Source: an optimization exercise on an open RTL-to-GDS flow (aim: small area, a short achievable clock period and few clock cycles per item). Production flows keep margins and buffers that such runs may drop.
In this exercise RTL edits were held to simulation tests only and were not proved equivalent to the original.

[constraint.sdc]
create_clock -name core_clock -period 9.0 [get_ports {clk}]
set_input_delay 1.8000 -clock core_clock [delete_from_list [all_inputs] [get_ports {clk}]]
set_output_delay 1.8000 -clock core_clock [all_outputs]
set_load 0.01 [all_outputs]
[design.v]
package gdn_pkg;
    localparam int NUM_MIN = 306;
    localparam int NUM_MAX = 3652364;
    function automatic logic [3:0] fwd_month_index(input logic [3:0] month);
        logic [3:0] r;
        case (month)
            4'd0:    r = 4'd9;
            4'd1:    r = 4'd10;
            4'd2:    r = 4'd11;
            4'd13:   r = 4'd10;
            4'd14:   r = 4'd11;
            4'd15:   r = 4'd0;
            default: r = month - 4'd3;
        endcase
        fwd_month_index = r;
    endfunction
    function automatic logic [8:0] month_offset(input logic [3:0] mi);
        logic [8:0] r;
        case (mi)
            4'd0:    r = 9'd0;
            4'd1:    r = 9'd31;
            4'd2:    r = 9'd61;
            4'd3:    r = 9'd92;
            4'd4:    r = 9'd122;
            4'd5:    r = 9'd153;
            4'd6:    r = 9'd184;
            4'd7:    r = 9'd214;
            4'd8:    r = 9'd245;
            4'd9:    r = 9'd275;
            4'd10:   r = 9'd306;
            4'd11:   r = 9'd337;
            default: r = 9'd0;
        endcase
        month_offset = r;
    endfunction
    function automatic logic [3:0] month_index(input logic [8:0] ddd);
        logic [3:0] mi;
        mi = 4'd0;
        for (int k = 1; k < 12; k++)
        begin
            if (ddd >= month_offset(4'(k)))
            begin
                mi = mi + 4'd1;
            end
        end
        month_index = mi;
    endfunction
endpackage
module gdn_fa (input logic a, input logic b, input logic c, output logic s, output logic co);
    assign s = a ^ b ^ c;
    assign co = (a & b) | (a & c) | (b & c);
endmodule
module gdn_ha (input logic a, input logic b, output logic s, output logic co);
    assign s = a ^ b;
    assign co = a & b;
endmodule
module gdn_est (
    input  logic [21:0] n,
    output logic [13:0] est
);
    wire e_w1;
    wire e_w2;
    gdn_ha e_ha3 (.a(n[6]), .b(n[8]), .s(e_w1), .co(e_w2));
    wire e_w4;
    wire e_w5;
    gdn_ha e_ha6 (.a(n[7]), .b(n[9]), .s(e_w4), .co(e_w5));
    wire e_w7;
    wire e_w8;
    gdn_fa e_fa9 (.a(n[8]), .b(n[10]), .c(n[11]), .s(e_w7), .co(e_w8));
    wire e_w10;
    wire e_w11;
    gdn_ha e_ha12 (.a(n[9]), .b(n[11]), .s(e_w10), .co(e_w11));
    wire e_w13;
    wire e_w14;
    gdn_ha e_ha15 (.a(n[10]), .b(n[12]), .s(e_w13), .co(e_w14));
    wire e_w16;
    wire e_w17;
    gdn_ha e_ha18 (.a(n[11]), .b(n[13]), .s(e_w16), .co(e_w17));
    wire e_w19;
    wire e_w20;
    gdn_ha e_ha21 (.a(n[12]), .b(n[14]), .s(e_w19), .co(e_w20));
    wire e_w22;
    wire e_w23;
    gdn_ha e_ha24 (.a(n[13]), .b(n[15]), .s(e_w22), .co(e_w23));
    wire e_w25;
    wire e_w26;
    gdn_fa e_fa27 (.a(e_w1), .b(n[9]), .c(n[11]), .s(e_w25), .co(e_w26));
    wire e_w28;
    wire e_w29;
    gdn_fa e_fa30 (.a(e_w2), .b(e_w4), .c(n[10]), .s(e_w28), .co(e_w29));
    wire e_w31;
    wire e_w32;
    gdn_ha e_ha33 (.a(n[12]), .b(~n[15]), .s(e_w31), .co(e_w32));
    wire e_w34;
    wire e_w35;
    gdn_fa e_fa36 (.a(e_w5), .b(e_w7), .c(n[13]), .s(e_w34), .co(e_w35));
    wire e_w37;
    wire e_w38;
    gdn_fa e_fa39 (.a(~n[16]), .b(~n[19]), .c(1'b1), .s(e_w37), .co(e_w38));
    wire e_w40;
    wire e_w41;
    gdn_fa e_fa42 (.a(e_w8), .b(e_w10), .c(n[12]), .s(e_w40), .co(e_w41));
    wire e_w43;
    wire e_w44;
    gdn_fa e_fa45 (.a(n[14]), .b(~n[17]), .c(~n[20]), .s(e_w43), .co(e_w44));
    wire e_w46;
    wire e_w47;
    gdn_fa e_fa48 (.a(e_w11), .b(e_w13), .c(n[13]), .s(e_w46), .co(e_w47));
    wire e_w49;
    wire e_w50;
    gdn_fa e_fa51 (.a(n[15]), .b(~n[18]), .c(~n[21]), .s(e_w49), .co(e_w50));
    wire e_w52;
    wire e_w53;
    gdn_fa e_fa54 (.a(e_w14), .b(e_w16), .c(n[14]), .s(e_w52), .co(e_w53));
    wire e_w55;
    wire e_w56;
    gdn_fa e_fa57 (.a(n[16]), .b(~n[19]), .c(1'b1), .s(e_w55), .co(e_w56));
    wire e_w58;
    wire e_w59;
    gdn_fa e_fa60 (.a(e_w17), .b(e_w19), .c(n[15]), .s(e_w58), .co(e_w59));
    wire e_w61;
    wire e_w62;
    gdn_fa e_fa63 (.a(n[17]), .b(~n[20]), .c(1'b1), .s(e_w61), .co(e_w62));
    wire e_w64;
    wire e_w65;
    gdn_fa e_fa66 (.a(e_w20), .b(e_w22), .c(n[16]), .s(e_w64), .co(e_w65));
    wire e_w67;
    wire e_w68;
    gdn_fa e_fa69 (.a(n[18]), .b(~n[21]), .c(1'b1), .s(e_w67), .co(e_w68));
    wire e_w70;
    wire e_w71;
    gdn_fa e_fa72 (.a(e_w23), .b(n[14]), .c(n[16]), .s(e_w70), .co(e_w71));
    wire e_w73;
    wire e_w74;
    gdn_ha e_ha75 (.a(n[17]), .b(n[19]), .s(e_w73), .co(e_w74));
    wire e_w76;
    wire e_w77;
    gdn_fa e_fa78 (.a(n[15]), .b(n[17]), .c(n[18]), .s(e_w76), .co(e_w77));
    wire e_w79;
    wire e_w80;
    gdn_ha e_ha81 (.a(n[20]), .b(1'b1), .s(e_w79), .co(e_w80));
    wire e_w82;
    wire e_w83;
    gdn_fa e_fa84 (.a(n[16]), .b(n[18]), .c(n[19]), .s(e_w82), .co(e_w83));
    wire e_w85;
    wire e_w86;
    gdn_ha e_ha87 (.a(n[21]), .b(1'b1), .s(e_w85), .co(e_w86));
    wire e_w88;
    wire e_w89;
    gdn_fa e_fa90 (.a(n[17]), .b(n[19]), .c(n[20]), .s(e_w88), .co(e_w89));
    wire e_w91;
    wire e_w92;
    gdn_ha e_ha93 (.a(n[18]), .b(n[20]), .s(e_w91), .co(e_w92));
    wire e_w94;
    wire e_w95;
    gdn_ha e_ha96 (.a(e_w25), .b(~n[14]), .s(e_w94), .co(e_w95));
    wire e_w97;
    wire e_w98;
    gdn_fa e_fa99 (.a(e_w26), .b(e_w28), .c(e_w31), .s(e_w97), .co(e_w98));
    wire e_w100;
    wire e_w101;
    gdn_fa e_fa102 (.a(e_w29), .b(e_w32), .c(e_w34), .s(e_w100), .co(e_w101));
    wire e_w103;
    wire e_w104;
    gdn_fa e_fa105 (.a(e_w35), .b(e_w38), .c(e_w40), .s(e_w103), .co(e_w104));
    wire e_w106;
    wire e_w107;
    gdn_fa e_fa108 (.a(e_w41), .b(e_w44), .c(e_w46), .s(e_w106), .co(e_w107));
    wire e_w109;
    wire e_w110;
    gdn_fa e_fa111 (.a(e_w47), .b(e_w50), .c(e_w52), .s(e_w109), .co(e_w110));
    wire e_w112;
    wire e_w113;
    gdn_fa e_fa114 (.a(e_w53), .b(e_w56), .c(e_w58), .s(e_w112), .co(e_w113));
    wire e_w115;
    wire e_w116;
    gdn_fa e_fa117 (.a(e_w59), .b(e_w62), .c(e_w64), .s(e_w115), .co(e_w116));
    wire e_w118;
    wire e_w119;
    gdn_fa e_fa120 (.a(e_w65), .b(e_w68), .c(e_w70), .s(e_w118), .co(e_w119));
    wire e_w121;
    wire e_w122;
    gdn_fa e_fa123 (.a(e_w71), .b(e_w74), .c(e_w76), .s(e_w121), .co(e_w122));
    wire e_w124;
    wire e_w125;
    gdn_fa e_fa126 (.a(e_w77), .b(e_w80), .c(e_w82), .s(e_w124), .co(e_w125));
    wire e_w127;
    wire e_w128;
    gdn_fa e_fa129 (.a(e_w83), .b(e_w86), .c(e_w88), .s(e_w127), .co(e_w128));
    wire e_w130;
    wire e_w131;
    gdn_fa e_fa132 (.a(e_w89), .b(e_w91), .c(n[21]), .s(e_w130), .co(e_w131));
    wire e_w133;
    wire e_w134;
    gdn_fa e_fa135 (.a(e_w92), .b(n[19]), .c(n[21]), .s(e_w133), .co(e_w134));
    wire e_w136;
    wire e_w137;
    gdn_ha e_ha138 (.a(e_w94), .b(~n[17]), .s(e_w136), .co(e_w137));
    wire e_w139;
    wire e_w140;
    gdn_fa e_fa141 (.a(e_w95), .b(e_w97), .c(~n[18]), .s(e_w139), .co(e_w140));
    wire e_w142;
    wire e_w143;
    gdn_fa e_fa144 (.a(e_w98), .b(e_w100), .c(e_w37), .s(e_w142), .co(e_w143));
    wire e_w145;
    wire e_w146;
    gdn_fa e_fa147 (.a(e_w101), .b(e_w103), .c(e_w43), .s(e_w145), .co(e_w146));
    wire e_w148;
    wire e_w149;
    gdn_fa e_fa150 (.a(e_w104), .b(e_w106), .c(e_w49), .s(e_w148), .co(e_w149));
    wire e_w151;
    wire e_w152;
    gdn_fa e_fa153 (.a(e_w107), .b(e_w109), .c(e_w55), .s(e_w151), .co(e_w152));
    wire e_w154;
    wire e_w155;
    gdn_fa e_fa156 (.a(e_w110), .b(e_w112), .c(e_w61), .s(e_w154), .co(e_w155));
    wire e_w157;
    wire e_w158;
    gdn_fa e_fa159 (.a(e_w113), .b(e_w115), .c(e_w67), .s(e_w157), .co(e_w158));
    wire e_w160;
    wire e_w161;
    gdn_fa e_fa162 (.a(e_w116), .b(e_w118), .c(e_w73), .s(e_w160), .co(e_w161));
    wire e_w163;
    wire e_w164;
    gdn_fa e_fa165 (.a(e_w119), .b(e_w121), .c(e_w79), .s(e_w163), .co(e_w164));
    wire e_w166;
    wire e_w167;
    gdn_fa e_fa168 (.a(e_w122), .b(e_w124), .c(e_w85), .s(e_w166), .co(e_w167));
    wire e_w169;
    wire e_w170;
    gdn_fa e_fa171 (.a(e_w125), .b(e_w127), .c(1'b1), .s(e_w169), .co(e_w170));
    wire e_w172;
    wire e_w173;
    gdn_fa e_fa174 (.a(e_w128), .b(e_w130), .c(1'b1), .s(e_w172), .co(e_w173));
    wire e_w175;
    wire e_w176;
    gdn_fa e_fa177 (.a(e_w131), .b(e_w133), .c(1'b1), .s(e_w175), .co(e_w176));
    wire e_w178;
    wire e_w179;
    gdn_fa e_fa180 (.a(e_w134), .b(n[20]), .c(1'b1), .s(e_w178), .co(e_w179));
    wire e_w181;
    wire e_w182;
    gdn_ha e_ha183 (.a(n[21]), .b(1'b1), .s(e_w181), .co(e_w182));
    wire [16:0] e_a = {e_w182, e_w179, e_w176, e_w173, e_w170, e_w167, e_w164, e_w161, e_w158, e_w155, e_w152, e_w149, e_w146, e_w143, e_w140, e_w137, e_w136};
    wire [16:0] e_b = {1'b1, e_w181, e_w178, e_w175, e_w172, e_w169, e_w166, e_w163, e_w160, e_w157, e_w154, e_w151, e_w148, e_w145, e_w142, e_w139, 1'b1};
    wire [16:0] e;
    assign e = e_a + e_b;
    assign est = e[16:3];
endmodule
module gdn_q (
    input  logic [13:0] y,
    output logic [6:0] q
);
    wire c_w1;
    wire c_w2;
    gdn_ha c_ha3 (.a(y[2]), .b(y[5]), .s(c_w1), .co(c_w2));
    wire c_w4;
    wire c_w5;
    gdn_ha c_ha6 (.a(y[3]), .b(y[6]), .s(c_w4), .co(c_w5));
    wire c_w7;
    wire c_w8;
    gdn_fa c_fa9 (.a(y[2]), .b(y[4]), .c(y[7]), .s(c_w7), .co(c_w8));
    wire c_w10;
    wire c_w11;
    gdn_fa c_fa12 (.a(y[3]), .b(y[5]), .c(y[8]), .s(c_w10), .co(c_w11));
    wire c_w13;
    wire c_w14;
    gdn_fa c_fa15 (.a(y[4]), .b(y[6]), .c(y[9]), .s(c_w13), .co(c_w14));
    wire c_w16;
    wire c_w17;
    gdn_fa c_fa18 (.a(y[5]), .b(y[7]), .c(y[10]), .s(c_w16), .co(c_w17));
    wire c_w19;
    wire c_w20;
    gdn_fa c_fa21 (.a(y[6]), .b(y[8]), .c(y[11]), .s(c_w19), .co(c_w20));
    wire c_w22;
    wire c_w23;
    gdn_fa c_fa24 (.a(y[7]), .b(y[9]), .c(y[12]), .s(c_w22), .co(c_w23));
    wire c_w25;
    wire c_w26;
    gdn_fa c_fa27 (.a(y[8]), .b(y[10]), .c(y[13]), .s(c_w25), .co(c_w26));
    wire c_w28;
    wire c_w29;
    gdn_ha c_ha30 (.a(y[9]), .b(y[11]), .s(c_w28), .co(c_w29));
    wire c_w31;
    wire c_w32;
    gdn_ha c_ha33 (.a(y[10]), .b(y[12]), .s(c_w31), .co(c_w32));
    wire c_w34;
    wire c_w35;
    gdn_ha c_ha36 (.a(y[11]), .b(y[13]), .s(c_w34), .co(c_w35));
    wire c_w37;
    wire c_w38;
    gdn_ha c_ha39 (.a(c_w1), .b(~y[10]), .s(c_w37), .co(c_w38));
    wire c_w40;
    wire c_w41;
    gdn_fa c_fa42 (.a(c_w2), .b(c_w4), .c(~y[11]), .s(c_w40), .co(c_w41));
    wire c_w43;
    wire c_w44;
    gdn_fa c_fa45 (.a(c_w5), .b(c_w7), .c(~y[12]), .s(c_w43), .co(c_w44));
    wire c_w46;
    wire c_w47;
    gdn_fa c_fa48 (.a(c_w8), .b(c_w10), .c(~y[13]), .s(c_w46), .co(c_w47));
    wire c_w49;
    wire c_w50;
    gdn_fa c_fa51 (.a(c_w11), .b(c_w13), .c(1'b1), .s(c_w49), .co(c_w50));
    wire c_w52;
    wire c_w53;
    gdn_fa c_fa54 (.a(c_w14), .b(c_w16), .c(1'b1), .s(c_w52), .co(c_w53));
    wire c_w55;
    wire c_w56;
    gdn_fa c_fa57 (.a(c_w17), .b(c_w19), .c(1'b1), .s(c_w55), .co(c_w56));
    wire c_w58;
    wire c_w59;
    gdn_fa c_fa60 (.a(c_w20), .b(c_w22), .c(1'b1), .s(c_w58), .co(c_w59));
    wire c_w61;
    wire c_w62;
    gdn_fa c_fa63 (.a(c_w23), .b(c_w25), .c(1'b1), .s(c_w61), .co(c_w62));
    wire c_w64;
    wire c_w65;
    gdn_fa c_fa66 (.a(c_w26), .b(c_w28), .c(1'b1), .s(c_w64), .co(c_w65));
    wire c_w67;
    wire c_w68;
    gdn_fa c_fa69 (.a(c_w29), .b(c_w31), .c(1'b1), .s(c_w67), .co(c_w68));
    wire c_w70;
    wire c_w71;
    gdn_fa c_fa72 (.a(c_w32), .b(c_w34), .c(1'b1), .s(c_w70), .co(c_w71));
    wire c_w73;
    wire c_w74;
    gdn_fa c_fa75 (.a(c_w35), .b(y[12]), .c(1'b1), .s(c_w73), .co(c_w74));
    wire c_w76;
    wire c_w77;
    gdn_ha c_ha78 (.a(y[13]), .b(1'b1), .s(c_w76), .co(c_w77));
    wire [13:0] c_a = {c_w74, c_w71, c_w68, c_w65, c_w62, c_w59, c_w56, c_w53, c_w50, c_w47, c_w44, c_w41, c_w38, c_w37};
    wire [13:0] c_b = {c_w76, c_w73, c_w70, c_w67, c_w64, c_w61, c_w58, c_w55, c_w52, c_w49, c_w46, c_w43, c_w40, 1'b1};
    wire [13:0] c;
    assign c = c_a + c_b;
    assign q = c[13:7];
endmodule
module gdn_z (
    input  logic t,
    input  logic [9:0] a,
    input  logic [13:0] y,
    input  logic [6:0] q,
    output logic [21:0] z
);
    wire z_w1;
    wire z_w2;
    gdn_ha z_ha3 (.a(y[0]), .b(y[1]), .s(z_w1), .co(z_w2));
    wire z_w4;
    wire z_w5;
    gdn_fa z_fa6 (.a(y[1]), .b(y[2]), .c(y[4]), .s(z_w4), .co(z_w5));
    wire z_w7;
    wire z_w8;
    gdn_fa z_fa9 (.a(y[0]), .b(y[2]), .c(y[3]), .s(z_w7), .co(z_w8));
    wire z_w10;
    wire z_w11;
    gdn_fa z_fa12 (.a(y[0]), .b(y[1]), .c(y[3]), .s(z_w10), .co(z_w11));
    wire z_w13;
    wire z_w14;
    gdn_ha z_ha15 (.a(y[4]), .b(y[6]), .s(z_w13), .co(z_w14));
    wire z_w16;
    wire z_w17;
    gdn_fa z_fa18 (.a(y[1]), .b(y[2]), .c(y[4]), .s(z_w16), .co(z_w17));
    wire z_w19;
    wire z_w20;
    gdn_fa z_fa21 (.a(y[5]), .b(y[7]), .c(y[9]), .s(z_w19), .co(z_w20));
    wire z_w22;
    wire z_w23;
    gdn_fa z_fa24 (.a(y[0]), .b(y[2]), .c(y[3]), .s(z_w22), .co(z_w23));
    wire z_w25;
    wire z_w26;
    gdn_fa z_fa27 (.a(y[5]), .b(y[6]), .c(y[8]), .s(z_w25), .co(z_w26));
    wire z_w28;
    wire z_w29;
    gdn_ha z_ha30 (.a(y[10]), .b(a[8]), .s(z_w28), .co(z_w29));
    wire z_w31;
    wire z_w32;
    gdn_fa z_fa33 (.a(y[1]), .b(y[3]), .c(y[4]), .s(z_w31), .co(z_w32));
    wire z_w34;
    wire z_w35;
    gdn_fa z_fa36 (.a(y[6]), .b(y[7]), .c(y[9]), .s(z_w34), .co(z_w35));
    wire z_w37;
    wire z_w38;
    gdn_fa z_fa39 (.a(y[11]), .b(a[9]), .c(1'b1), .s(z_w37), .co(z_w38));
    wire z_w40;
    wire z_w41;
    gdn_fa z_fa42 (.a(y[2]), .b(y[4]), .c(y[5]), .s(z_w40), .co(z_w41));
    wire z_w43;
    wire z_w44;
    gdn_fa z_fa45 (.a(y[7]), .b(y[8]), .c(y[10]), .s(z_w43), .co(z_w44));
    wire z_w46;
    wire z_w47;
    gdn_ha z_ha48 (.a(y[12]), .b(1'b1), .s(z_w46), .co(z_w47));
    wire z_w49;
    wire z_w50;
    gdn_fa z_fa51 (.a(y[3]), .b(y[5]), .c(y[6]), .s(z_w49), .co(z_w50));
    wire z_w52;
    wire z_w53;
    gdn_fa z_fa54 (.a(y[8]), .b(y[9]), .c(y[11]), .s(z_w52), .co(z_w53));
    wire z_w55;
    wire z_w56;
    gdn_ha z_ha57 (.a(y[13]), .b(1'b1), .s(z_w55), .co(z_w56));
    wire z_w58;
    wire z_w59;
    gdn_fa z_fa60 (.a(y[4]), .b(y[6]), .c(y[7]), .s(z_w58), .co(z_w59));
    wire z_w61;
    wire z_w62;
    gdn_fa z_fa63 (.a(y[9]), .b(y[10]), .c(y[12]), .s(z_w61), .co(z_w62));
    wire z_w64;
    wire z_w65;
    gdn_fa z_fa66 (.a(y[5]), .b(y[7]), .c(y[8]), .s(z_w64), .co(z_w65));
    wire z_w67;
    wire z_w68;
    gdn_ha z_ha69 (.a(y[10]), .b(y[11]), .s(z_w67), .co(z_w68));
    wire z_w70;
    wire z_w71;
    gdn_fa z_fa72 (.a(y[6]), .b(y[8]), .c(y[9]), .s(z_w70), .co(z_w71));
    wire z_w73;
    wire z_w74;
    gdn_ha z_ha75 (.a(y[7]), .b(y[9]), .s(z_w73), .co(z_w74));
    wire z_w76;
    wire z_w77;
    gdn_fa z_fa78 (.a(y[0]), .b(y[2]), .c(q[2]), .s(z_w76), .co(z_w77));
    wire z_w79;
    wire z_w80;
    gdn_fa z_fa81 (.a(y[1]), .b(y[3]), .c(q[3]), .s(z_w79), .co(z_w80));
    wire z_w82;
    wire z_w83;
    gdn_fa z_fa84 (.a(y[0]), .b(y[2]), .c(y[4]), .s(z_w82), .co(z_w83));
    wire z_w85;
    wire z_w86;
    gdn_ha z_ha87 (.a(q[4]), .b(~q[2]), .s(z_w85), .co(z_w86));
    wire z_w88;
    wire z_w89;
    gdn_fa z_fa90 (.a(z_w1), .b(y[3]), .c(y[5]), .s(z_w88), .co(z_w89));
    wire z_w91;
    wire z_w92;
    gdn_fa z_fa93 (.a(q[5]), .b(~q[3]), .c(a[3]), .s(z_w91), .co(z_w92));
    wire z_w94;
    wire z_w95;
    gdn_fa z_fa96 (.a(z_w2), .b(z_w4), .c(y[6]), .s(z_w94), .co(z_w95));
    wire z_w97;
    wire z_w98;
    gdn_fa z_fa99 (.a(q[6]), .b(~q[4]), .c(a[4]), .s(z_w97), .co(z_w98));
    wire z_w100;
    wire z_w101;
    gdn_fa z_fa102 (.a(z_w5), .b(z_w7), .c(y[5]), .s(z_w100), .co(z_w101));
    wire z_w103;
    wire z_w104;
    gdn_fa z_fa105 (.a(y[7]), .b(~q[5]), .c(a[5]), .s(z_w103), .co(z_w104));
    wire z_w106;
    wire z_w107;
    gdn_fa z_fa108 (.a(z_w8), .b(z_w10), .c(z_w13), .s(z_w106), .co(z_w107));
    wire z_w109;
    wire z_w110;
    gdn_fa z_fa111 (.a(y[8]), .b(~q[6]), .c(a[6]), .s(z_w109), .co(z_w110));
    wire z_w112;
    wire z_w113;
    gdn_fa z_fa114 (.a(z_w11), .b(z_w14), .c(z_w16), .s(z_w112), .co(z_w113));
    wire z_w115;
    wire z_w116;
    gdn_fa z_fa117 (.a(z_w19), .b(a[7]), .c(1'b1), .s(z_w115), .co(z_w116));
    wire z_w118;
    wire z_w119;
    gdn_fa z_fa120 (.a(z_w17), .b(z_w20), .c(z_w22), .s(z_w118), .co(z_w119));
    wire z_w121;
    wire z_w122;
    gdn_fa z_fa123 (.a(z_w25), .b(z_w28), .c(1'b1), .s(z_w121), .co(z_w122));
    wire z_w124;
    wire z_w125;
    gdn_fa z_fa126 (.a(z_w23), .b(z_w26), .c(z_w29), .s(z_w124), .co(z_w125));
    wire z_w127;
    wire z_w128;
    gdn_fa z_fa129 (.a(z_w31), .b(z_w34), .c(z_w37), .s(z_w127), .co(z_w128));
    wire z_w130;
    wire z_w131;
    gdn_fa z_fa132 (.a(z_w32), .b(z_w35), .c(z_w38), .s(z_w130), .co(z_w131));
    wire z_w133;
    wire z_w134;
    gdn_fa z_fa135 (.a(z_w40), .b(z_w43), .c(z_w46), .s(z_w133), .co(z_w134));
    wire z_w136;
    wire z_w137;
    gdn_fa z_fa138 (.a(z_w41), .b(z_w44), .c(z_w47), .s(z_w136), .co(z_w137));
    wire z_w139;
    wire z_w140;
    gdn_fa z_fa141 (.a(z_w49), .b(z_w52), .c(z_w55), .s(z_w139), .co(z_w140));
    wire z_w142;
    wire z_w143;
    gdn_fa z_fa144 (.a(z_w50), .b(z_w53), .c(z_w56), .s(z_w142), .co(z_w143));
    wire z_w145;
    wire z_w146;
    gdn_fa z_fa147 (.a(z_w58), .b(z_w61), .c(1'b1), .s(z_w145), .co(z_w146));
    wire z_w148;
    wire z_w149;
    gdn_fa z_fa150 (.a(z_w59), .b(z_w62), .c(z_w64), .s(z_w148), .co(z_w149));
    wire z_w151;
    wire z_w152;
    gdn_fa z_fa153 (.a(z_w67), .b(y[13]), .c(1'b1), .s(z_w151), .co(z_w152));
    wire z_w154;
    wire z_w155;
    gdn_fa z_fa156 (.a(z_w65), .b(z_w68), .c(z_w70), .s(z_w154), .co(z_w155));
    wire z_w157;
    wire z_w158;
    gdn_fa z_fa159 (.a(y[11]), .b(y[12]), .c(1'b1), .s(z_w157), .co(z_w158));
    wire z_w160;
    wire z_w161;
    gdn_fa z_fa162 (.a(z_w71), .b(z_w73), .c(y[10]), .s(z_w160), .co(z_w161));
    wire z_w163;
    wire z_w164;
    gdn_fa z_fa165 (.a(y[12]), .b(y[13]), .c(1'b1), .s(z_w163), .co(z_w164));
    wire z_w166;
    wire z_w167;
    gdn_fa z_fa168 (.a(z_w74), .b(y[8]), .c(y[10]), .s(z_w166), .co(z_w167));
    wire z_w169;
    wire z_w170;
    gdn_fa z_fa171 (.a(y[11]), .b(y[13]), .c(1'b1), .s(z_w169), .co(z_w170));
    wire z_w172;
    wire z_w173;
    gdn_fa z_fa174 (.a(y[9]), .b(y[11]), .c(y[12]), .s(z_w172), .co(z_w173));
    wire z_w175;
    wire z_w176;
    gdn_ha z_ha177 (.a(y[10]), .b(y[12]), .s(z_w175), .co(z_w176));
    wire z_w178;
    wire z_w179;
    gdn_ha z_ha180 (.a(z_w76), .b(~q[0]), .s(z_w178), .co(z_w179));
    wire z_w181;
    wire z_w182;
    gdn_fa z_fa183 (.a(z_w77), .b(z_w79), .c(~q[1]), .s(z_w181), .co(z_w182));
    wire z_w184;
    wire z_w185;
    gdn_fa z_fa186 (.a(z_w80), .b(z_w82), .c(z_w85), .s(z_w184), .co(z_w185));
    wire z_w187;
    wire z_w188;
    gdn_fa z_fa189 (.a(z_w83), .b(z_w86), .c(z_w88), .s(z_w187), .co(z_w188));
    wire z_w190;
    wire z_w191;
    gdn_fa z_fa192 (.a(z_w89), .b(z_w92), .c(z_w94), .s(z_w190), .co(z_w191));
    wire z_w193;
    wire z_w194;
    gdn_fa z_fa195 (.a(z_w95), .b(z_w98), .c(z_w100), .s(z_w193), .co(z_w194));
    wire z_w196;
    wire z_w197;
    gdn_fa z_fa198 (.a(z_w101), .b(z_w104), .c(z_w106), .s(z_w196), .co(z_w197));
    wire z_w199;
    wire z_w200;
    gdn_fa z_fa201 (.a(z_w107), .b(z_w110), .c(z_w112), .s(z_w199), .co(z_w200));
    wire z_w202;
    wire z_w203;
    gdn_fa z_fa204 (.a(z_w113), .b(z_w116), .c(z_w118), .s(z_w202), .co(z_w203));
    wire z_w205;
    wire z_w206;
    gdn_fa z_fa207 (.a(z_w119), .b(z_w122), .c(z_w124), .s(z_w205), .co(z_w206));
    wire z_w208;
    wire z_w209;
    gdn_fa z_fa210 (.a(z_w125), .b(z_w128), .c(z_w130), .s(z_w208), .co(z_w209));
    wire z_w211;
    wire z_w212;
    gdn_fa z_fa213 (.a(z_w131), .b(z_w134), .c(z_w136), .s(z_w211), .co(z_w212));
    wire z_w214;
    wire z_w215;
    gdn_fa z_fa216 (.a(z_w137), .b(z_w140), .c(z_w142), .s(z_w214), .co(z_w215));
    wire z_w217;
    wire z_w218;
    gdn_fa z_fa219 (.a(z_w143), .b(z_w146), .c(z_w148), .s(z_w217), .co(z_w218));
    wire z_w220;
    wire z_w221;
    gdn_fa z_fa222 (.a(z_w149), .b(z_w152), .c(z_w154), .s(z_w220), .co(z_w221));
    wire z_w223;
    wire z_w224;
    gdn_fa z_fa225 (.a(z_w155), .b(z_w158), .c(z_w160), .s(z_w223), .co(z_w224));
    wire z_w226;
    wire z_w227;
    gdn_fa z_fa228 (.a(z_w161), .b(z_w164), .c(z_w166), .s(z_w226), .co(z_w227));
    wire z_w229;
    wire z_w230;
    gdn_fa z_fa231 (.a(z_w167), .b(z_w170), .c(z_w172), .s(z_w229), .co(z_w230));
    wire z_w232;
    wire z_w233;
    gdn_fa z_fa234 (.a(z_w173), .b(z_w175), .c(y[13]), .s(z_w232), .co(z_w233));
    wire z_w235;
    wire z_w236;
    gdn_fa z_fa237 (.a(z_w176), .b(y[11]), .c(y[13]), .s(z_w235), .co(z_w236));
    wire z_w238;
    wire z_w239;
    gdn_ha z_ha240 (.a(z_w178), .b(a[0]), .s(z_w238), .co(z_w239));
    wire z_w241;
    wire z_w242;
    gdn_fa z_fa243 (.a(z_w179), .b(z_w181), .c(a[1]), .s(z_w241), .co(z_w242));
    wire z_w244;
    wire z_w245;
    gdn_fa z_fa246 (.a(z_w182), .b(z_w184), .c(a[2]), .s(z_w244), .co(z_w245));
    wire z_w247;
    wire z_w248;
    gdn_fa z_fa249 (.a(z_w185), .b(z_w187), .c(z_w91), .s(z_w247), .co(z_w248));
    wire z_w250;
    wire z_w251;
    gdn_fa z_fa252 (.a(z_w188), .b(z_w190), .c(z_w97), .s(z_w250), .co(z_w251));
    wire z_w253;
    wire z_w254;
    gdn_fa z_fa255 (.a(z_w191), .b(z_w193), .c(z_w103), .s(z_w253), .co(z_w254));
    wire z_w256;
    wire z_w257;
    gdn_fa z_fa258 (.a(z_w194), .b(z_w196), .c(z_w109), .s(z_w256), .co(z_w257));
    wire z_w259;
    wire z_w260;
    gdn_fa z_fa261 (.a(z_w197), .b(z_w199), .c(z_w115), .s(z_w259), .co(z_w260));
    wire z_w262;
    wire z_w263;
    gdn_fa z_fa264 (.a(z_w200), .b(z_w202), .c(z_w121), .s(z_w262), .co(z_w263));
    wire z_w265;
    wire z_w266;
    gdn_fa z_fa267 (.a(z_w203), .b(z_w205), .c(z_w127), .s(z_w265), .co(z_w266));
    wire z_w268;
    wire z_w269;
    gdn_fa z_fa270 (.a(z_w206), .b(z_w208), .c(z_w133), .s(z_w268), .co(z_w269));
    wire z_w271;
    wire z_w272;
    gdn_fa z_fa273 (.a(z_w209), .b(z_w211), .c(z_w139), .s(z_w271), .co(z_w272));
    wire z_w274;
    wire z_w275;
    gdn_fa z_fa276 (.a(z_w212), .b(z_w214), .c(z_w145), .s(z_w274), .co(z_w275));
    wire z_w277;
    wire z_w278;
    gdn_fa z_fa279 (.a(z_w215), .b(z_w217), .c(z_w151), .s(z_w277), .co(z_w278));
    wire z_w280;
    wire z_w281;
    gdn_fa z_fa282 (.a(z_w218), .b(z_w220), .c(z_w157), .s(z_w280), .co(z_w281));
    wire z_w283;
    wire z_w284;
    gdn_fa z_fa285 (.a(z_w221), .b(z_w223), .c(z_w163), .s(z_w283), .co(z_w284));
    wire z_w286;
    wire z_w287;
    gdn_fa z_fa288 (.a(z_w224), .b(z_w226), .c(z_w169), .s(z_w286), .co(z_w287));
    wire z_w289;
    wire z_w290;
    gdn_fa z_fa291 (.a(z_w227), .b(z_w229), .c(1'b1), .s(z_w289), .co(z_w290));
    wire z_w292;
    wire z_w293;
    gdn_fa z_fa294 (.a(z_w230), .b(z_w232), .c(1'b1), .s(z_w292), .co(z_w293));
    wire z_w295;
    wire z_w296;
    gdn_fa z_fa297 (.a(z_w233), .b(z_w235), .c(1'b1), .s(z_w295), .co(z_w296));
    wire z_w298;
    wire z_w299;
    gdn_fa z_fa300 (.a(z_w236), .b(y[12]), .c(1'b1), .s(z_w298), .co(z_w299));
    wire z_w301;
    wire z_w302;
    gdn_ha z_ha303 (.a(y[13]), .b(1'b1), .s(z_w301), .co(z_w302));
    wire [21:0] z_a = {z_w299, z_w296, z_w293, z_w290, z_w287, z_w284, z_w281, z_w278, z_w275, z_w272, z_w269, z_w266, z_w263, z_w260, z_w257, z_w254, z_w251, z_w248, z_w245, z_w242, z_w239, z_w238};
    wire [21:0] z_b = {z_w301, z_w298, z_w295, z_w292, z_w289, z_w286, z_w283, z_w280, z_w277, z_w274, z_w271, z_w268, z_w265, z_w262, z_w259, z_w256, z_w253, z_w250, z_w247, z_w244, z_w241, t};
    assign z = z_a + z_b;
endmodule
module gregorian_day_number_convert_top (
    input  logic         clk,
    input  logic         rst_n,
    input  logic         req_valid,
    output logic         req_ready,
    input  logic         req_type,
    input  logic [13:0]  year_in,
    input  logic [3:0]   month_in,
    input  logic [4:0]   day_in,
    input  logic [21:0]  number_in,
    output logic         rsp_valid,
    input  logic         rsp_ready,
    output logic [21:0]  number_out,
    output logic [13:0]  year_out,
    output logic [3:0]   month_out,
    output logic [4:0]   day_out,
    output logic         range_error
);
    logic        v1_reg, v2_reg;
    logic        en1, en2;
    logic        s1_typ_reg;
    logic        s1_err_reg;
    logic [13:0] s1_y_reg;
    logic [9:0]  s1_a_reg;
    logic        s2_typ_reg;
    logic        s2_err_reg;
    logic        s2_leap_reg;
    logic [1:0]  s2_yh_reg;
    logic [21:0] s2_p_reg;
    assign en2 = !v2_reg || rsp_ready;
    assign en1 = !v1_reg || en2;
    assign req_ready = en1;
    assign rsp_valid = v2_reg;
    always_ff @(posedge clk or negedge rst_n)
    begin
        if (!rst_n)
        begin
            v1_reg <= 1'b0;
            v2_reg <= 1'b0;
        end
        else
        begin
            if (en1)
            begin
                v1_reg <= req_valid;
            end
            if (en2)
            begin
                v2_reg <= v1_reg;
            end
        end
    end
    logic [3:0]  a_mi;
    logic        a_wrap;
    logic [8:0]  a_off;
    logic [13:0] a_yf;
    logic        a_ferr;
    logic [13:0] a_est;
    logic        a_gbad;
    gdn_est u_est (.n(number_in), .est(a_est));
    always_comb
    begin
        a_mi = gdn_pkg::fwd_month_index(month_in);
        a_wrap = (a_mi >= 4'd10);
        a_off = gdn_pkg::month_offset(a_mi) + 9'(day_in);
        a_yf = year_in - 14'(a_wrap);
        a_ferr = (a_wrap && (year_in == 14'd0)) || (a_yf > 14'd9999)
              || ((a_yf == 14'd9999) && (a_off > 9'd306))
              || ((a_yf == 14'd0) && (a_off < 9'd307));
        a_gbad = (number_in < 22'(gdn_pkg::NUM_MIN)) || (number_in > 22'(gdn_pkg::NUM_MAX));
    end
    always_ff @(posedge clk)
    begin
        if (en1)
        begin
            s1_typ_reg <= req_type;
            if (req_type)
            begin
                s1_err_reg <= a_gbad;
                s1_y_reg <= a_est;
                s1_a_reg <= ~number_in[9:0];
            end
            else
            begin
                s1_err_reg <= a_ferr;
                s1_y_reg <= a_yf;
                s1_a_reg <= {1'b0, a_off};
            end
        end
    end
    logic [6:0]  b_q;
    logic [21:0] b_z;
    logic [4:0]  b_rem25;
    logic        b_leap;
    gdn_q u_q (.y(s1_y_reg), .q(b_q));
    gdn_z u_z (.t(s1_typ_reg), .a(s1_a_reg), .y(s1_y_reg), .q(b_q), .z(b_z));
    always_comb
    begin
        b_rem25 = s1_y_reg[6:2] - 5'(b_q) * 5'd25;
        b_leap = (s1_y_reg[1:0] == 2'd0) && ((b_rem25 != 5'd0) || (b_q[1:0] == 2'd0));
    end
    always_ff @(posedge clk)
    begin
        if (en2)
        begin
            s2_typ_reg <= s1_typ_reg;
            s2_err_reg <= s1_err_reg;
            s2_leap_reg <= b_leap;
            s2_yh_reg <= s1_y_reg[13:12];
            s2_p_reg <= s1_typ_reg ? {s1_y_reg[11:0], ~b_z[9:0]} : b_z;
        end
    end
    logic        c_back;
    logic [8:0]  c_d;
    logic [11:1] c_ge;
    logic [3:0]  c_mi;
    logic [8:0]  c_mo;
    logic [4:0]  c_day;
    logic [3:0]  c_month;
    logic [13:0] c_year;
    logic        c_num;
    logic        c_date;
    always_comb
    begin
        c_back = s2_p_reg[9];
        c_d = s2_p_reg[8:0] + (c_back ? 9'd365 + 9'(s2_leap_reg) : 9'd0);
        for (int k = 1; k < 12; k++)
        begin
            c_ge[k] = (c_d >= gdn_pkg::month_offset(4'(k)));
        end
        c_mi[3] = c_ge[8];
        c_mi[2] = c_ge[4] && !c_ge[8];
        c_mi[1] = (c_ge[2] && !c_ge[4]) || (c_ge[6] && !c_ge[8]) || c_ge[10];
        c_mi[0] = (c_ge[1] && !c_ge[2]) || (c_ge[3] && !c_ge[4]) || (c_ge[5] && !c_ge[6])
               || (c_ge[7] && !c_ge[8]) || (c_ge[9] && !c_ge[10]) || c_ge[11];
        c_mo = gdn_pkg::month_offset(c_mi);
        c_day = c_d[4:0] - c_mo[4:0] + 5'd1;
        c_month = c_ge[10] ? c_mi - 4'd9 : c_mi + 4'd3;
        c_year = {s2_yh_reg, s2_p_reg[21:10]} - 14'(c_back) + 14'(c_ge[10]);
        c_num = !s2_typ_reg && !s2_err_reg;
        c_date = s2_typ_reg && !s2_err_reg;
        range_error = s2_err_reg;
        number_out = c_num ? s2_p_reg : 22'd0;
        year_out = c_date ? c_year : 14'd0;
        month_out = c_date ? c_month : 4'd0;
        day_out = c_date ? c_day : 5'd0;
    end
endmodule
[config.mk]
export PLATFORM = sky130hd
export DESIGN_NAME = gregorian_day_number_convert_top
export DESIGN_NICKNAME = gregorian_day_number_convert_top
export VERILOG_FILES = /design/flow/design.v
export SDC_FILE = /design/flow/constraint.sdc
export NUM_CORES = 4
export LEC_CHECK = 0
export CAP_MARGIN = 20
export CORE_MARGIN = 2
export CORE_UTILIZATION = 40
export SLEW_MARGIN = 20
[run.sh]
#!/bin/bash
# synth_recipe.tcl (not shown) runs the flow's synth.tcl, then flattens the netlist and writes it again
# the make line also repeats each setting of config.mk as NAME=value (left out here)
make -C /OpenROAD-flow-scripts/flow DESIGN_CONFIG=/design/flow/config.mk WORK_HOME=/design/flow/orfs CLKGATE_MAP_FILE= SYNTH_SCRIPT=/design/flow/synth_recipe.tcl finish
==> flow_metrics.env <==
export IMPL_status="finished clean"
export IMPL_relSlewSlack=0.523
export IMPL_grt_ovfl_total=0
export IMPL_cts_htree_levels=2
export IMPL_synthAdderAreaFrac=0.404
export IMPL_synth_ff_type="edfxtp_1"
export IMPL_rows=61
export IMPL_r2r_slack_ns=1.14
export IMPL_setup_violations=0
export IMPL_synth_simple_gate_area_frac=0.135
export IMPL_skew_ns=0.00909
export IMPL_die_h_um=173
export IMPL_hpwlAfterDp_mm=22.3
export IMPL_diodes=0
export IMPL_path_max_fanout=9
export IMPL_synth_edf_count=53
export IMPL_grt_max_degree=37
export IMPL_tightestPinTransition_ns=0.715
export IMPL_startpoint_type="flop"
export IMPL_stdcell_area_um2=13000
export IMPL_post_cts_buffers=0
export IMPL_largest_reg_flops=22
export IMPL_syn_to_final_growth_pct=13.7
export IMPL_fmax_mhz=126
export IMPL_synthXorXnorAreaFrac=0.0827
export IMPL_cts_root_buf="clkbuf_16"
export IMPL_coreArea_um2=27900
export IMPL_worstSetupPathType="reg2out"
export IMPL_start_util=0.408
export IMPL_cts_resized=0
export IMPL_r2r_end="s2_p_reg[20]$_DFFE_PP_"
export IMPL_drtPass1Iterations=5
export IMPL_synth_warning_count=1
export IMPL_hp_class="reg2reg"
export IMPL_ioPinCount=98
export IMPL_crit_buf_inv=2
export IMPL_final_nets=1691
export IMPL_rsz0062_at_grt="false"
export IMPL_worst_setup_path_end_kind="primary output"
export IMPL_synth_top_cell_area_share=0.221
export IMPL_path_clk_slew_ns=0.08
export IMPL_synth_top_family_by_area="adder cells"
export IMPL_grt_use_total=0.172
export IMPL_tns_ns=0
export IMPL_dp_cells=1720
export IMPL_syn_avg_cell_area_um2=9.06
export IMPL_fin_crit_sh=0.880
export IMPL_synth_compound_area_share=0.137
export IMPL_whs_path_depth=1
export IMPL_cp_top_family="compound AO/OA/AOI/OAI gates"
export IMPL_synthTopCellsByArea="fa_1 (22%), ha_1 (18%), edfxtp_1 (14%), inv_1 (8.0%), xnor2_1 (5.1%)"
export IMPL_numCtsBuffers=5
export IMPL_synthCells=1259
export IMPL_cp_cell_sequence="nor2b_1 > ha_1 > fa_1 > a211o_1 > nand2_1 > xnor2_2 > nand3_1 > o311ai_2 > a211o_1 > nand4_2 > inv_1 > ha_1 > nand4_1 > o221ai_1 > ha_1 > ha_1 > a21o_1 > a21oi_1 > xnor2_1 > xnor2_1 > xnor2_1 > nor2_1 > clkdlybuf4s50_1"
export IMPL_portBuffers=97
export IMPL_routabilityCongestion=0.871
export IMPL_cpPeakStageDelay_ns=0.55
export IMPL_crit_arrival_ns=6.12
export IMPL_hold_viol=0
export IMPL_synth_largest_area_cell="fa_1"
export IMPL_fin_cells=1728
export IMPL_routed_wl_mm=25.6
export IMPL_crit_path_end="day_out[4]"
export IMPL_grt_first_pass_wirelength_mm=42.8
export IMPL_synth_mux_area_fraction=0.0114
export IMPL_drt_iter0_drc=370
export IMPL_grt_pass1_vias=8892
export IMPL_worstRegToRegCells=26
export IMPL_ys_seq_elements=55
export IMPL_critPathSlowestCell="clkdlybuf4s50_1"
export IMPL_drive_above_1_share=0.0289
export IMPL_min_period_ns=7.92
export IMPL_cts_sinks=55
export IMPL_wl_per_cell_um=14.8
export IMPL_syn_area_um2=11400
export IMPL_die_w_um=173
export IMPL_seq_area_frac_synth=0.144
export IMPL_synth_nets=1601
export IMPL_ctsHoldBuffers=0
export IMPL_worst_path_stages=23
export IMPL_drc_errors=0
export IMPL_critPathLaunch="s2_p_reg[9]$_DFFE_PP_"
export IMPL_maxSlewViolCount=0
export IMPL_r2r_start="s1_y_reg[7]$_DFFE_PP_"
export IMPL_clkLatencyLatePin_ns=0.31
export IMPL_place_area_um2=12800
export IMPL_tritoncts="built"
export IMPL_die_area_um2=29900
export IMPL_via_count=8741
export IMPL_maxCapViolCount=0
export IMPL_synth_cell_types=75
export IMPL_clk_path_buf_depth=2
export IMPL_antenna_found_initial=0
export IMPL_worstPathRequired_ns=7.20
export IMPL_drtAntennaViolNets=0
export IMPL_critPathMostFrequentCell="ha_1"
export IMPL_viasPerCell=5.06
export IMPL_async_reset_ff_frac=0.0364
[worst reg2reg max path, stage by stage, from the launching register on]
cell and delay [ns]:
edfxtp_1 0.81, fa_1 0.55, fa_1 0.44, ha_1 0.30, a21oi_1 0.12, o21ai_0 0.12, a41o_1 0.26, o41ai_1 0.41
o21ba_2 0.22, inv_1 0.04, a21oi_1 0.24, xor2_1 0.15, fa_1 0.44, fa_1 0.51, inv_1 0.05, fa_1 0.50
inv_1 0.04, ha_1 0.24, or3_1 0.38, a311o_1 0.30, nand4_1 0.11, a21boi_1 0.09, o41ai_2 0.46, nor3_1 0.13
or3_1 0.41, mux2i_1 0.16, o21ai_0 0.10
[synthesized netlist by cell type (17+ instances only)]
cell and instances:
clkbuf_1 17, edfxtp_1 53, xor2_1 37, nor2_1 83, inv_1 242, a21oi_1 58, ha_1 166, o21ai_0 42
fa_1 126, nand2_1 46, a21o_1 24, and2_1 23, nor3_1 37, nand3_1 32, xnor2_1 67
[cells by family (layout without fill, tap and decap cells)]
logic type                 Yosys count  in the layout
and+or+nand+nor                    303            303
adders and majority gates          293            293
buffers and inverters              262            353
AOI/OAI and AO/OA                  228            228
xor gates and xnor gates           106            106
DFF                                 55             55
muxes                               12             12
[layout make-up]
class	count	area, um2
Clock inverter	3	27.5
Tap cell	378	473
Timing Repair Buffer	103	1020
Clock buffer	5	125
Inverter	242	908
Fill cell	2722	15000
Multi-Input combinational cell	942	8780
Sequential cell	55	1640
[per-stage QoR]
stage	utilization	worst slack, ns	hold slack [ns]
after floorplan	-	1.73	0.400
after global placement	0.459	1.22	0.456
after detailed placement	0.459	1.08	0.459
after CTS	0.465	1.01	0.478
after global routing	0.465	0.568	0.504
final	0.465	1.08	0.474
[how the worst min path moves through the flow]
stage                    startpoint                   end  slack [ns]
6_report         v1_reg$_DFFE_PN0P_    v2_reg$_DFFE_PN0P_        0.47
5_1_grt          v1_reg$_DFFE_PN0P_    v2_reg$_DFFE_PN0P_        0.50
4_1_cts          v1_reg$_DFFE_PN0P_    v2_reg$_DFFE_PN0P_        0.48
3_5_place_dp     v1_reg$_DFFE_PN0P_    v2_reg$_DFFE_PN0P_        0.46
3_3_place_gp     v1_reg$_DFFE_PN0P_    v2_reg$_DFFE_PN0P_        0.46
2_1_floorplan  s1_err_reg$_DFFE_PP_  s2_err_reg$_DFFE_PP_        0.40
[layout by cell type, fill, tap and decap left out, types with 7 or more instances in the layout]
master           synthesis  layout
nor3_1                  37      37
xor2_1                  37      37
ha_1                   166     166
nand3_1                 32      32
clkdlybuf4s50_1          0      97
nor2_1                  83      83
xnor2_1                 67      67
edfxtp_1                53      53
or3_1                    7       7
o21ai_0                 42      42
o21a_1                  11      11
o21bai_1                12      12
nand4_1                  8       8
inv_1                  242     242
nand2b_1                12      12
nor4_1                   9       9
a21oi_1                 58      58
nand2_1                 46      46
a31oi_1                  8       8
fa_1                   126     126
and2_1                  23      23
a21o_1                  24      24
nor2b_1                 10      10
mux2i_1                  7       7
[routing by layer]
layer	routed length (um)	track usage	share of wire	vias up
li1	-	-	-	4423
met1	12000	0.227	0.47	4174
met2	12500	0.304	0.49	123
met3	662	0.0209	0.026	21
met4	445	0.0360	0.017	0
met5	0	0	0	-
Testbench counts, summed over its fixed seeds: cycles 12,016, items 12,000.

-- port drivers added, routing unchanged --
No port has a modelled driver above. Below, the same layout with a new extraction and two added sets of constraints. Step 1 sets driving cells, clkbuf_16 on the clock port and buf_2 on the other inputs (assumed; they add their load-dependent delay and slew). Step 2 moves the port delays by t, midway between the first and last clock arrival at a register: inputs arrive t later, outputs are due t later. That takes back most of the time a late clock gives input paths. Three values: ideal, step 1, step 2; two values: the first two.
t (ns): 0.351
slack for setup (ns): 1.082 / 1.036 / 1.137
hold WS [ns]: 0.474 / 0.474 / 0.474
clock arrival spread, ns: 0.009 / 0.009
worst data-port slew with drivers (ns): 0.04
After both steps this run still meets setup and hold. The setup slack of this run moves by -0.046 ns with the drivers and by +0.055 ns with both steps.
